Context: an optimization exercise on an open-source flow, tuned for small area and few clock cycles per item. The choices shown serve that exercise and are no tape-out recipe. The RTL was checked by simulation tests, not by an equivalence proof against the original design.

`design/flow/config.mk`:
```
export PLATFORM = sky130hd
export DESIGN_NAME = sprite_pair_collision_test_top
export DESIGN_NICKNAME = sprite_pair_collision_test_top
export VERILOG_FILES = /design/flow/design.v
export SDC_FILE = /design/flow/constraint.sdc
export NUM_CORES = 4
export LEC_CHECK = 0
export CAP_MARGIN = 20
export CORE_MARGIN = 2
export CORE_UTILIZATION = 40
export SLEW_MARGIN = 20
```
`design/flow/constraint.sdc`:
```
create_clock -name core_clock -period 11.0 [get_ports {clk}]
set_input_delay 2.2000 -clock core_clock [delete_from_list [all_inputs] [get_ports {clk}]]
set_output_delay 2.2000 -clock core_clock [all_outputs]
set_load 0.01 [all_outputs]
```
`design/flow/design.v`:
```
package spcol_pkg;
    localparam int COORD_W   = 16;               
    localparam int SIZE_W    = 12;               
    localparam int RAD_W     = 20;               
    localparam int FRAC_BITS = 4;
    localparam int HALF_W    = SIZE_W - 1;       
    localparam int EDGE_W    = COORD_W + 1;      
    localparam int DIST_W    = COORD_W;          
    localparam int PROD_W    = 2 * DIST_W;       
    localparam int DSQ_W     = PROD_W + 1;       
    localparam int HPROD_W   = 2 * HALF_W;       
    localparam int HSQ_W     = HPROD_W + 1;      
    localparam int SQ_IN_W   = 32;               
    localparam int ROOT_W    = SQ_IN_W / 2;
    localparam int REM_W     = ROOT_W + 2;
    localparam int SQ_STEPS  = 4;                
    localparam int SQ_STAGES = ROOT_W / SQ_STEPS;
    localparam int RSUM_W    = RAD_W + 1;
    localparam int RSQ_W     = 2 * RSUM_W;
    localparam int SIDE_W    = 2 + DSQ_W + 2 * RAD_W;
endpackage
import spcol_pkg::*;
module spcol_front
(
    input  logic                         clk,
    input  logic                         rst_n,
    input  logic                         adv,
    input  logic                         req_valid,
    input  logic                         req_use_circle,
    input  logic signed [spcol_pkg::COORD_W-1:0] req_first_x,
    input  logic signed [spcol_pkg::COORD_W-1:0] req_first_y,
    input  logic [spcol_pkg::SIZE_W-1:0] req_first_width,
    input  logic [spcol_pkg::SIZE_W-1:0] req_first_height,
    input  logic [spcol_pkg::RAD_W-1:0]  req_first_radius,
    input  logic signed [spcol_pkg::COORD_W-1:0] req_second_x,
    input  logic signed [spcol_pkg::COORD_W-1:0] req_second_y,
    input  logic [spcol_pkg::SIZE_W-1:0] req_second_width,
    input  logic [spcol_pkg::SIZE_W-1:0] req_second_height,
    input  logic [spcol_pkg::RAD_W-1:0]  req_second_radius,
    output logic                         valid,
    output logic [spcol_pkg::SIDE_W-1:0] side,
    output logic [spcol_pkg::HSQ_W-1:0]  first_sq,
    output logic [spcol_pkg::HSQ_W-1:0]  second_sq
);
    logic                       s1_valid_reg;
    logic                       s1_circle_reg;
    logic [DIST_W-1:0]          s1_ux_reg, s1_uy_reg;
    logic [HALF_W-1:0]          s1_ahw_reg, s1_ahh_reg, s1_bhw_reg, s1_bhh_reg;
    logic signed [EDGE_W-1:0]   s1_x0_reg, s1_x1_reg, s1_y0_reg, s1_y1_reg;
    logic signed [EDGE_W-1:0]   s1_bxl_reg, s1_bxh_reg, s1_byl_reg, s1_byh_reg;
    logic [RAD_W-1:0]           s1_ra_reg, s1_rb_reg;
    logic signed [EDGE_W-1:0]   ax, ay, bx, by, dx, dy;
    logic signed [EDGE_W-1:0]   ahw_e, ahh_e, bhw_e, bhh_e;
    logic [HALF_W-1:0]          ahw, ahh, bhw, bhh;
    logic                       s2_valid_reg;
    logic                       s2_circle_reg;
    logic                       s2_box_reg;
    logic [PROD_W-1:0]          s2_ux2_reg, s2_uy2_reg;
    logic [HPROD_W-1:0]         s2_ahw2_reg, s2_ahh2_reg, s2_bhw2_reg, s2_bhh2_reg;
    logic [RAD_W-1:0]           s2_ra_reg, s2_rb_reg;
    logic                       in_x0, in_x1, in_y0, in_y1;
    logic                       s3_valid_reg;
    logic [SIDE_W-1:0]          s3_side_reg;
    logic [HSQ_W-1:0]           s3_asq_reg, s3_bsq_reg;
    always_comb
    begin
        ax = {req_first_x[COORD_W-1], req_first_x};
        ay = {req_first_y[COORD_W-1], req_first_y};
        bx = {req_second_x[COORD_W-1], req_second_x};
        by = {req_second_y[COORD_W-1], req_second_y};
        dx = ax - bx;
        dy = ay - by;
        ahw = req_first_width[SIZE_W-1:1];
        ahh = req_first_height[SIZE_W-1:1];
        bhw = req_second_width[SIZE_W-1:1];
        bhh = req_second_height[SIZE_W-1:1];
        ahw_e = {{(EDGE_W-HALF_W){1'b0}}, ahw};
        ahh_e = {{(EDGE_W-HALF_W){1'b0}}, ahh};
        bhw_e = {{(EDGE_W-HALF_W){1'b0}}, bhw};
        bhh_e = {{(EDGE_W-HALF_W){1'b0}}, bhh};
    end
    always_ff @(posedge clk or negedge rst_n)
    begin
        if (!rst_n)
        begin
            s1_valid_reg <= 1'b0;
            s2_valid_reg <= 1'b0;
            s3_valid_reg <= 1'b0;
        end
        else if (adv)
        begin
            s1_valid_reg <= req_valid;
            s2_valid_reg <= s1_valid_reg;
            s3_valid_reg <= s2_valid_reg;
        end
    end
    always_ff @(posedge clk)
    begin
        if (adv)
        begin
            s1_circle_reg <= req_use_circle;
            s1_ux_reg  <= dx[EDGE_W-1] ? DIST_W'(-dx) : DIST_W'(dx);
            s1_uy_reg  <= dy[EDGE_W-1] ? DIST_W'(-dy) : DIST_W'(dy);
            s1_ahw_reg <= ahw;
            s1_ahh_reg <= ahh;
            s1_bhw_reg <= bhw;
            s1_bhh_reg <= bhh;
            s1_x0_reg  <= ax - ahw_e;
            s1_x1_reg  <= ax + ahw_e;
            s1_y0_reg  <= ay - ahh_e;
            s1_y1_reg  <= ay + ahh_e;
            s1_bxl_reg <= bx - bhw_e;
            s1_bxh_reg <= bx + bhw_e;
            s1_byl_reg <= by - bhh_e;
            s1_byh_reg <= by + bhh_e;
            s1_ra_reg  <= req_first_radius;
            s1_rb_reg  <= req_second_radius;
        end
    end
    always_comb
    begin
        in_x0 = (s1_x0_reg >= s1_bxl_reg) && (s1_x0_reg <= s1_bxh_reg);
        in_x1 = (s1_x1_reg >= s1_bxl_reg) && (s1_x1_reg <= s1_bxh_reg);
        in_y0 = (s1_y0_reg >= s1_byl_reg) && (s1_y0_reg <= s1_byh_reg);
        in_y1 = (s1_y1_reg >= s1_byl_reg) && (s1_y1_reg <= s1_byh_reg);
    end
    always_ff @(posedge clk)
    begin
        if (adv)
        begin
            s2_circle_reg <= s1_circle_reg;
            s2_box_reg    <= (in_x0 || in_x1) && (in_y0 || in_y1);
            s2_ux2_reg    <= PROD_W'(s1_ux_reg) * PROD_W'(s1_ux_reg);
            s2_uy2_reg    <= PROD_W'(s1_uy_reg) * PROD_W'(s1_uy_reg);
            s2_ahw2_reg   <= HPROD_W'(s1_ahw_reg) * HPROD_W'(s1_ahw_reg);
            s2_ahh2_reg   <= HPROD_W'(s1_ahh_reg) * HPROD_W'(s1_ahh_reg);
            s2_bhw2_reg   <= HPROD_W'(s1_bhw_reg) * HPROD_W'(s1_bhw_reg);
            s2_bhh2_reg   <= HPROD_W'(s1_bhh_reg) * HPROD_W'(s1_bhh_reg);
            s2_ra_reg     <= s1_ra_reg;
            s2_rb_reg     <= s1_rb_reg;
        end
    end
    always_ff @(posedge clk)
    begin
        if (adv)
        begin
            s3_side_reg <= {s2_circle_reg, s2_box_reg,
                            DSQ_W'(DSQ_W'(s2_ux2_reg) + DSQ_W'(s2_uy2_reg)),
                            s2_ra_reg, s2_rb_reg};
            s3_asq_reg <= HSQ_W'(s2_ahw2_reg) + HSQ_W'(s2_ahh2_reg);
            s3_bsq_reg <= HSQ_W'(s2_bhw2_reg) + HSQ_W'(s2_bhh2_reg);
        end
    end
    assign valid     = s3_valid_reg;
    assign side      = s3_side_reg;
    assign first_sq  = s3_asq_reg;
    assign second_sq = s3_bsq_reg;
endmodule
import spcol_pkg::*;
module spcol_sqrt
(
    input  logic                            clk,
    input  logic                            adv,
    input  logic [spcol_pkg::SQ_IN_W-1:0]   operand,
    output logic [spcol_pkg::ROOT_W-1:0]    root
);
    logic [REM_W-1:0]   rem_reg  [SQ_STAGES];
    logic [ROOT_W-1:0]  root_reg [SQ_STAGES];
    logic [SQ_IN_W-1:0] rest_reg [SQ_STAGES];
    genvar g;
    generate
        for (g = 0; g < SQ_STAGES; g++)
        begin : g_stage
            logic [REM_W-1:0]   rem_next;
            logic [ROOT_W-1:0]  root_next;
            logic [SQ_IN_W-1:0] rest_next;
            always_comb
            begin
                logic [REM_W+1:0] cur;
                logic [REM_W+1:0] trial;
                if (g == 0)
                begin
                    rem_next  = '0;
                    root_next = '0;
                    rest_next = operand;
                end
                else
                begin
                    rem_next  = rem_reg[(g == 0) ? 0 : g - 1];
                    root_next = root_reg[(g == 0) ? 0 : g - 1];
                    rest_next = rest_reg[(g == 0) ? 0 : g - 1];
                end
                for (int k = 0; k < SQ_STEPS; k++)
                begin
                    cur   = {rem_next, rest_next[SQ_IN_W-1 -: 2]};
                    trial = (REM_W + 2)'({root_next, 2'b01});
                    rest_next = {rest_next[SQ_IN_W-3:0], 2'b00};
                    if (cur >= trial)
                    begin
                        rem_next  = REM_W'(cur - trial);
                        root_next = {root_next[ROOT_W-2:0], 1'b1};
                    end
                    else
                    begin
                        rem_next  = REM_W'(cur);
                        root_next = {root_next[ROOT_W-2:0], 1'b0};
                    end
                end
            end
            always_ff @(posedge clk)
            begin
                if (adv)
                begin
                    rem_reg[g]  <= rem_next;
                    root_reg[g] <= root_next;
                    rest_reg[g] <= rest_next;
                end
            end
        end
    endgenerate
    assign root = root_reg[SQ_STAGES-1];
endmodule
import spcol_pkg::*;
module spcol_back
(
    input  logic                          clk,
    input  logic                          rst_n,
    input  logic                          adv,
    input  logic                          valid,
    input  logic [spcol_pkg::SIDE_W-1:0]  side,
    input  logic [spcol_pkg::ROOT_W-1:0]  first_root,
    input  logic [spcol_pkg::ROOT_W-1:0]  second_root,
    output logic                          rsp_valid,
    output logic                          rsp_collide
);
    logic                   b1_valid_reg, b2_valid_reg, out_valid_reg;
    logic                   b1_circle_reg, b2_circle_reg;
    logic                   b1_box_reg, b2_box_reg;
    logic [DSQ_W-1:0]       b1_dist_reg, b2_dist_reg;
    logic [RSUM_W-1:0]      b1_rsum_reg;
    logic [RSQ_W-1:0]       b2_rsq_reg;
    logic                   collide_reg;
    logic                   side_circle, side_box;
    logic [DSQ_W-1:0]       side_dist;
    logic [RAD_W-1:0]       side_ra, side_rb;
    logic [RAD_W-1:0]       ra, rb;
    logic [RSQ_W-1:0]       dist_scaled;
    assign {side_circle, side_box, side_dist, side_ra, side_rb} = side;
    always_comb
    begin
        ra = (side_ra != '0) ? side_ra : RAD_W'(first_root);
        rb = (side_rb != '0) ? side_rb : RAD_W'(second_root);
        dist_scaled = RSQ_W'({b2_dist_reg, {(2*FRAC_BITS){1'b0}}});
    end
    always_ff @(posedge clk or negedge rst_n)
    begin
        if (!rst_n)
        begin
            b1_valid_reg  <= 1'b0;
            b2_valid_reg  <= 1'b0;
            out_valid_reg <= 1'b0;
        end
        else if (adv)
        begin
            b1_valid_reg  <= valid;
            b2_valid_reg  <= b1_valid_reg;
            out_valid_reg <= b2_valid_reg;
        end
    end
    always_ff @(posedge clk)
    begin
        if (adv)
        begin
            b1_circle_reg <= side_circle;
            b1_box_reg    <= side_box;
            b1_dist_reg   <= side_dist;
            b1_rsum_reg   <= RSUM_W'(ra) + RSUM_W'(rb);
            b2_circle_reg <= b1_circle_reg;
            b2_box_reg    <= b1_box_reg;
            b2_dist_reg   <= b1_dist_reg;
            b2_rsq_reg    <= RSQ_W'(b1_rsum_reg) * RSQ_W'(b1_rsum_reg);
            collide_reg   <= b2_circle_reg ? (dist_scaled <= b2_rsq_reg)
                                           : b2_box_reg;
        end
    end
    assign rsp_valid   = out_valid_reg;
    assign rsp_collide = collide_reg;
endmodule
import spcol_pkg::*;
module sprite_pair_collision_test_top
(
    input  logic                                 clk,
    input  logic                                 rst_n,
    input  logic                                 req_valid,
    output logic                                 req_ready,
    input  logic                                 req_use_circle,
    input  logic signed [spcol_pkg::COORD_W-1:0] req_first_x,
    input  logic signed [spcol_pkg::COORD_W-1:0] req_first_y,
    input  logic [spcol_pkg::SIZE_W-1:0]         req_first_width,
    input  logic [spcol_pkg::SIZE_W-1:0]         req_first_height,
    input  logic [spcol_pkg::RAD_W-1:0]          req_first_radius,
    input  logic signed [spcol_pkg::COORD_W-1:0] req_second_x,
    input  logic signed [spcol_pkg::COORD_W-1:0] req_second_y,
    input  logic [spcol_pkg::SIZE_W-1:0]         req_second_width,
    input  logic [spcol_pkg::SIZE_W-1:0]         req_second_height,
    input  logic [spcol_pkg::RAD_W-1:0]          req_second_radius,
    output logic                                 rsp_valid,
    input  logic                                 rsp_ready,
    output logic                                 rsp_collide
);
    logic                   adv;
    logic                   front_valid;
    logic [SIDE_W-1:0]      front_side;
    logic [HSQ_W-1:0]       first_sq, second_sq;
    logic [ROOT_W-1:0]      first_root, second_root;
    logic [SQ_STAGES-1:0]   line_valid_reg;
    logic [SIDE_W-1:0]      line_reg [SQ_STAGES];
    assign adv       = !rsp_valid || rsp_ready;
    assign req_ready = adv;
    spcol_front u_front (
        .clk       (clk),
        .rst_n     (rst_n),
        .adv       (adv),
        .req_valid         (req_valid),
        .req_use_circle    (req_use_circle),
        .req_first_x       (req_first_x),
        .req_first_y       (req_first_y),
        .req_first_width   (req_first_width),
        .req_first_height  (req_first_height),
        .req_first_radius  (req_first_radius),
        .req_second_x      (req_second_x),
        .req_second_y      (req_second_y),
        .req_second_width  (req_second_width),
        .req_second_height (req_second_height),
        .req_second_radius (req_second_radius),
        .valid     (front_valid),
        .side      (front_side),
        .first_sq  (first_sq),
        .second_sq (second_sq)
    );
    spcol_sqrt u_sqrt_first (
        .clk     (clk),
        .adv     (adv),
        .operand (SQ_IN_W'({first_sq, {(2*FRAC_BITS){1'b0}}})),
        .root    (first_root)
    );
    spcol_sqrt u_sqrt_second (
        .clk     (clk),
        .adv     (adv),
        .operand (SQ_IN_W'({second_sq, {(2*FRAC_BITS){1'b0}}})),
        .root    (second_root)
    );
    always_ff @(posedge clk or negedge rst_n)
    begin
        if (!rst_n)
        begin
            line_valid_reg <= '0;
        end
        else if (adv)
        begin
            line_valid_reg <= {line_valid_reg[SQ_STAGES-2:0], front_valid};
        end
    end
    always_ff @(posedge clk)
    begin
        if (adv)
        begin
            line_reg[0] <= front_side;
            for (int i = 1; i < SQ_STAGES; i++)
            begin
                line_reg[i] <= line_reg[i-1];
            end
        end
    end
    spcol_back u_back (
        .clk         (clk),
        .rst_n       (rst_n),
        .adv         (adv),
        .valid       (line_valid_reg[SQ_STAGES-1]),
        .side        (line_reg[SQ_STAGES-1]),
        .first_root  (first_root),
        .second_root (second_root),
        .rsp_valid   (rsp_valid),
        .rsp_collide (rsp_collide)
    );
endmodule
```
`design/flow/run.sh`:
```
#!/bin/bash
# synth_recipe.tcl (not shown) runs the flow's synth.tcl, then flattens the netlist and writes it again
# the make line also repeats each setting of config.mk as NAME=value (left out here)
make -C /OpenROAD-flow-scripts/flow DESIGN_CONFIG=/design/flow/config.mk WORK_HOME=/design/flow/orfs CLKGATE_MAP_FILE= SYNTH_SCRIPT=/design/flow/synth_recipe.tcl finish
```
==> results.json <==
{
  "ctsHoldBuffers": 0,
  "crit_start": "u_sqrt_second.root_reg[1][0]",
  "worstPathRequired_ns": 11.56,
  "drt-initial-drc-count": 3640,
  "drt-vias-per-instance": 5.078,
  "dr.pass1.iters": 5,
  "synth_flop_cell": "edfxtp_1",
  "grt_pass1_wl_mm": 380.9,
  "finalCritPeriodShare_pct": 93.90,
  "clock-sinks": 1237,
  "clkTransAtPathRegs_ns": 0.06,
  "antenna_found_initial": 7,
  "ff2ff_setup_slack_ns": 0.67,
  "syn-instance-count": 10044,
  "hold_viol": 0,
  "synthArstFlopShare_pct": 0.8084,
  "timing.rr.start": "u_sqrt_second.root_reg[1][0]",
  "cts.htree.levels": 4,
  "worstSetupEndpoint": "u_sqrt_second.rem_reg[2][2]",
  "grt_max_degree": 207,
  "largest_reg_flops": 300,
  "die_h_um": 521.7,
  "max_freq_mhz": 96.81,
  "gp_congestion": 0.9070,
  "placed_area_um2": 113300,
  "r2r-end": "u_sqrt_second.rem_reg[2][2]",
  "timing.setup.tns_ns": 0,
  "synth_edf_count": 1227,
  "grt_pass1_vias": 73332,
  "worst-path-max-fanout": 17,
  "rr_worst_depth": 43,
  "worstMarginPinSlew_ns": 1.110,
  "fin_crit_ns": 10.33,
  "cts_tree": "done",
  "dr_total_vias": 70661,
  "ys_warn_count": 9,
  "drv_slew": 0,
  "die_w_um": 521.7,
  "end_kind": "flip-flop",
  "drc": 0,
  "synthesis.nets": 12322,
  "outcome": "no timing/DRC/antenna violations",
  "max_stage_delay_ns": 0.58,
  "synthesis.area_um2": 107200,
  "grtUsageTotal_pct": 17.22,
  "rows": 190,
  "wirelength_mm": 230.9,
  "final_common_cell": "inv_1",
  "cts_inserted_buffers": 145,
  "clock_skew_ns": 0.04327,
  "drive_gt1_share_pct": 4.856,
  "synthToLayoutAreaGrowth_pct": 10.20,
  "syn_area_per_cell_um2": 10.67,
  "num-fill-cells": 24820,
  "seq_area_frac_synth_pct": 34.61,
  "layout.nets": 12529,
  "finalInstanceArea_um2": 118100,
  "cp_data_arrival_time_ns": 10.89,
  "dp_hpwl_mm": 182.7,
  "portBuffers": 155,
  "overflow": 0,
  "die-area_um2": 272100,
  "clk_path_buf_depth": 3,
  "wl_per_cell_um": 16.59,
  "min_path_type": "reg2reg",
  "antenna_left": 0,
  "cap_viol_max_count": 0,
  "slowest_stage": "or4_1",
  "ys_seq_elements": 1237,
  "ys_types": 107,
  "ios": 160,
  "slew_headroom_pct": 26.00,
  "cp-start-kind": "flip-flop",
  "core_um2": 267200,
  "critPathMostFrequentCell": "a21o_1",
  "final_cell_mix": "inv_1, edfxtp_1, ha_1",
  "clk_latency_ns": 0.81,
  "finalSetupViolCount": 0,
  "start_util_pct": 40.11,
  "root_buffer": "clkbuf_16",
  "worstSetupPathType": "reg2reg"
}
Yosys cell counts, types with 101 or more instances:
cell type,count,area share (%)
clkbuf_1,199,0.70
xor2_1,195,1.6
xnor2_1,518,4.2
o21bai_1,138,0.97
nor2b_1,101,0.59
nand2_1,627,2.2
ha_1,1217,14
and2_1,399,2.3
o21ai_0,299,1.4
a21o_1,234,1.6
nor2_1,556,1.9
a21oi_1,517,2.4
nand3_1,125,0.58
fa_1,904,17
edfxtp_1,1227,34
inv_1,1597,5.6
nor3_1,145,0.68
how the worst min path moves through the flow:
| stage | startpoint | end | cells after the start |
|---|---|---|---|
| 2_1_floorplan | u_front.s3_side_reg[0] | line_reg[0][0] | 0 |
| 3_3_place_gp | u_back.b1_dist_reg[31] | u_back.b2_dist_reg[31] | 0 |
| 3_5_place_dp | u_front.s3_side_reg[44] | line_reg[0][44] | 0 |
| 4_1_cts | line_reg[3][50] | u_back.b1_dist_reg[10] | 0 |
| 5_1_grt | line_reg[3][50] | u_back.b1_dist_reg[10] | 0 |
| 6_report | u_front.s3_bsq_reg[10] | u_sqrt_second.rest_reg[0][26] | 0 |
stage by stage:
stage	worst slack [ns]	cells	util [%]	hold slack, ns
final	0.6709	13915	44.21	0.3985
after global routing	-0.00009859	13911	44.20	0.3980
after CTS	0.2178	13905	44.17	0.3982
after detailed placement	0.2778	13651	42.41	0.4045
after floorplan	0.6982	10044	-	0.4003
after global placement	0.4580	13651	42.41	0.4006
final cells by class:
| class | count | area, um^2 | share of cell area [%] |
|---|---|---|---|
| clock inverters | 81 | 935.9 | 0.7923 |
| repair buffers | 291 | 2630 | 2.226 |
| flip-flops and latches | 1237 | 37100 | 31.40 |
| diodes | 5 | 12.51 | 0.01059 |
| clock buffers | 173 | 3755 | 3.179 |
| multi-input cells | 6973 | 63220 | 53.52 |
| inverters | 1602 | 6023 | 5.099 |
| repair inverters | 1 | 5.005 | 0.004237 |
| well taps | 3552 | 4444 | 3.762 |
worst max-delay path, delay by kind of cell (launching register included):
family	cells	cell delay, ns
muxes	1	0.30
buffers and inverters	5	1.12
adders and majority gates	4	1.37
AOI/OAI and AO/OA	16	3.55
DFF	1	0.35
and+or+nand+nor	16	3.28
xor gates and xnor gates	1	0.13
cell families after synthesis:
logic type      synth area share [%]
compound gates                 9.909
flops                          34.61
mux                           0.7541
simple gates                   11.33
fa+ha+maj                      31.09
xor+xnor                       5.841
buf+inv                        6.467
routing by layer:
layer	GRT usage [%]	vias to the layer above	share of wire [%]
li1	-	34490	-
met1	23.52	34611	46
met2	29.09	1262	48
met3	2.153	296	3.8
met4	4.011	2	2.0
met5	0	-	0.0069
repair_timing:
action	in CTS	in global routing
resized for setup	0	23
setup endpoints to repair	0	22
setup buffers	0	4
Testbench counts, summed over its fixed seeds: cycles 12,080, items 12,000.

-- port drivers added, routing unchanged --
The flow's constraints put no driver on any port. The routed layout listed below was extracted and timed again, unchanged, in two steps.
Step 1 (the two cells are an assumption about what drives the block):
set clk [get_ports {clk}]
set_driving_cell -lib_cell sky130_fd_sc_hd__clkbuf_16 $clk
set_driving_cell -lib_cell sky130_fd_sc_hd__buf_2 [delete_from_list [all_inputs] $clk]
Step 2, shift: input delay + t, output delay - t, t = (earliest + latest rising clock arrival at the registers) / 2. This alone moves slack from input paths to output paths.
Three values: ideal, step 1, step 2; two values: the first two.
shift t [ns]: 0.871
slack for setup (ns): 0.671 / 0.671 / 0.671
hold slack, ns: 0.398 / 0.398 / 0.398
clock arrival spread, ns: 0.060 / 0.060
cell pins on the clock port's net: 1
After both steps setup and hold are still met in this run. The setup slack of this run moves by 0.000 ns with the drivers and by 0.000 ns with both steps.
